What follows belongs to an exercise in optimizing a design on an open flow for small area; a production flow would make more cautious choices. The RTL was checked by simulation tests, not by an equivalence proof against the original design. Power and IR drop assume default switching activity.

== run 1 ==
==> flow/design.v <==
module regfile_scoreboard #(
    parameter int unsigned WIDTH    = 32,
    parameter int unsigned DEPTH    = 32,
    parameter int unsigned ZERO_REG = 1
) (
    input  logic                       clock,
    input  logic                       reset,
    input  logic                       clear,
    input  logic [$clog2(DEPTH)-1:0]   rd_sel1,
    input  logic [$clog2(DEPTH)-1:0]   rd_sel2,
    output logic [WIDTH-1:0]           rd_data1,
    output logic [WIDTH-1:0]           rd_data2,
    output logic                       rd_busy1,
    output logic                       rd_busy2,
    input  logic                       we,
    input  logic [$clog2(DEPTH)-1:0]   wr_sel,
    input  logic [WIDTH-1:0]           wr_data,
    input  logic                       claim,
    input  logic [$clog2(DEPTH)-1:0]   claim_sel,
    output logic [$clog2(DEPTH):0]     busy_count
);
    localparam int unsigned AW = $clog2(DEPTH);
    localparam int unsigned CW = AW + 1;
    localparam int unsigned LO = (ZERO_REG != 0) ? 1 : 0;
    logic [WIDTH-1:0] r_data [DEPTH];
    logic [DEPTH-1:0] r_valid;
    logic [DEPTH-1:0] r_busy;
    logic [DEPTH-1:0] w_wdec;    
    logic [DEPTH-1:0] w_cdec;    
    logic [DEPTH-1:0] w_rsel1;   
    logic [DEPTH-1:0] w_rsel2;
    logic [DEPTH-1:0] w_bsel1;   
    logic [DEPTH-1:0] w_bsel2;
    always_comb begin
        for (int unsigned i = 0; i < DEPTH; i++) begin
            w_wdec[i]  = (i >= LO) && we    && (wr_sel    == AW'(i));
            w_cdec[i]  = (i >= LO) && claim && (claim_sel == AW'(i));
            w_bsel1[i] = (i >= LO) && (rd_sel1 == AW'(i));
            w_bsel2[i] = (i >= LO) && (rd_sel2 == AW'(i));
            w_rsel1[i] = w_bsel1[i] && r_valid[i];
            w_rsel2[i] = w_bsel2[i] && r_valid[i];
        end
    end
    for (genvar i = 0; i < DEPTH; i++) begin : g_data
        if (i >= LO) begin : g_reg
            always_ff @(posedge clock) begin
                if (w_wdec[i]) begin
                    r_data[i] <= wr_data;
                end
            end
        end else begin : g_zero
            assign r_data[i] = '0;
        end
    end
    always_ff @(posedge clock or posedge reset) begin
        if (reset) begin
            r_valid <= '0;
        end else if (clear) begin
            r_valid <= '0;
        end else begin
            r_valid <= r_valid | w_wdec;
        end
    end
    always_ff @(posedge clock or posedge reset) begin
        if (reset) begin
            r_busy <= '0;
        end else if (clear) begin
            r_busy <= '0;
        end else begin
            r_busy <= (r_busy & ~w_wdec) | w_cdec;
        end
    end
    localparam int unsigned NW = $clog2(DEPTH - LO + 1);
    logic [NW-1:0] w_count;
    always_comb begin
        w_count = '0;
        for (int unsigned i = LO; i < DEPTH; i++) begin
            w_count = w_count + NW'(r_busy[i]);
        end
    end
    assign busy_count = CW'(w_count);
    for (genvar b = 0; b < WIDTH; b++) begin : g_rd
        logic [DEPTH-1:0] w_col;
        for (genvar i = 0; i < DEPTH; i++) begin : g_col
            assign w_col[i] = r_data[i][b];
        end
        regfile_scoreboard_rdsel #(.N(DEPTH-LO)) u_rd1 (
            .sel(w_rsel1[DEPTH-1:LO]), .d(w_col[DEPTH-1:LO]), .y(rd_data1[b]));
        regfile_scoreboard_rdsel #(.N(DEPTH-LO)) u_rd2 (
            .sel(w_rsel2[DEPTH-1:LO]), .d(w_col[DEPTH-1:LO]), .y(rd_data2[b]));
    end
    assign rd_busy1 = r_busy[rd_sel1];
    assign rd_busy2 = r_busy[rd_sel2];
endmodule
module regfile_scoreboard_rdsel #(
    parameter int unsigned N = 31
) (
    input  logic [N-1:0] sel,
    input  logic [N-1:0] d,
    output logic         y
);
    localparam int unsigned NF = N / 3;           
    localparam int unsigned NR = N - 3 * NF;      
    localparam int unsigned NG = NF + ((NR != 0) ? 1 : 0);
    logic [NG-1:0] w_n;    
    for (genvar g = 0; g < NF; g++) begin : g_grp
        regfile_scoreboard_aoi3 u_g (.sel(sel[3*g +: 3]), .d(d[3*g +: 3]), .yn(w_n[g]));
    end
    if (NR != 0) begin : g_rest
        assign w_n[NG-1] = ~|(sel[N-1:3*NF] & d[N-1:3*NF]);
    end
    assign y = ~&w_n;
endmodule
module regfile_scoreboard_aoi3 (
    input  logic [2:0] sel,
    input  logic [2:0] d,
    output logic       yn
);
    assign yn = ~|(sel & d);
endmodule
clock: 8.0 ns
lec_check: 0
cap_margin: 10
core_margin: 2
core_utilization: 65
cts_buf_list: sky130_fd_sc_hd__clkbuf_4 sky130_fd_sc_hd__clkbuf_8
place_density: 0.75
slew_margin: 10
synth_hierarchical: 1
standard.sh (not shown) runs the stock make flow with config.mk's settings and CLKGATE_MAP_FILE= SYNTH_SCRIPT=/design/flow/synth_recipe.tcl, a recipe that flattens the netlist after the stock synthesis.
==> flow/flow/run.sh <==
#!/bin/bash
# Standard ORFS layout with two changes: the clock tree is built without dummy
# loads, from clkbuf_8 leaf buffers each driving a cluster of up to 16
# flip-flops, and the port buffers are buf_1 cells.
set -euo pipefail
bash standard.sh \
  "CTS_ARGS=-sink_clustering_enable -repair_clock_nets -dont_use_dummy_load -sink_clustering_size 16 -sink_clustering_max_diameter 60 -buf_list {sky130_fd_sc_hd__clkbuf_8}" \
  "BUFFER_PORTS_ARGS=-buffer_cell sky130_fd_sc_hd__buf_1" \
  finish > standard_flow.log 2>&1
Per the final summary, run 1 finished and its layout is clean on timing, DRC and antenna.
What run 2 does differently from run 1 at the input level:
- CAP_MARGIN changed from 10 to 0
- SLEW_MARGIN changed from 10 to 0
Results
Final instance area essentially unchanged between run 2 and run 1. Post-layout minimum cycle time across run 1 and run 2: no real change. Going from run 1 to run 2, first-pass GRT wire length shows no meaningful change, data arrival time of the worst path barely changed, total power held steady, quantity of hold-fixing buffers added after cts shows no meaningful change, total area of multi-input combinational cells barely changed. Area added between synthesis and finish: run 1 vs run 2, no meaningful difference. The post-placement cell area was comparable across run 1 and run 2.

[afterwards: timing with drivers on the ports]
Ports are ideal in the flow. The routed layouts listed here were re-timed in OpenROAD.
Step 1 sets driving cells, clkbuf_16 on the clock port and buf_2 on the other inputs (assumed; they add their load-dependent delay and slew).
Step 2 moves the port delays by t, midway between the first and last clock arrival at a register: inputs arrive t later, outputs are due t later. That takes back most of the time a late clock gives input paths.
Three values: ideal, step 1, step 2; two values: the first two.
| run | t (ns) | setup slack, ns | hold WS [ns] |
|---|---|---|---|
| run 1 | 0.764 | 0.744 / 0.676 / 1.364 | 0.523 / 0.523 / 0.523 |
| run 2 | 0.758 | 0.744 / 0.679 / 1.372 | 0.522 / 0.522 / 0.522 |
After both steps setup and hold are still met in every run listed.
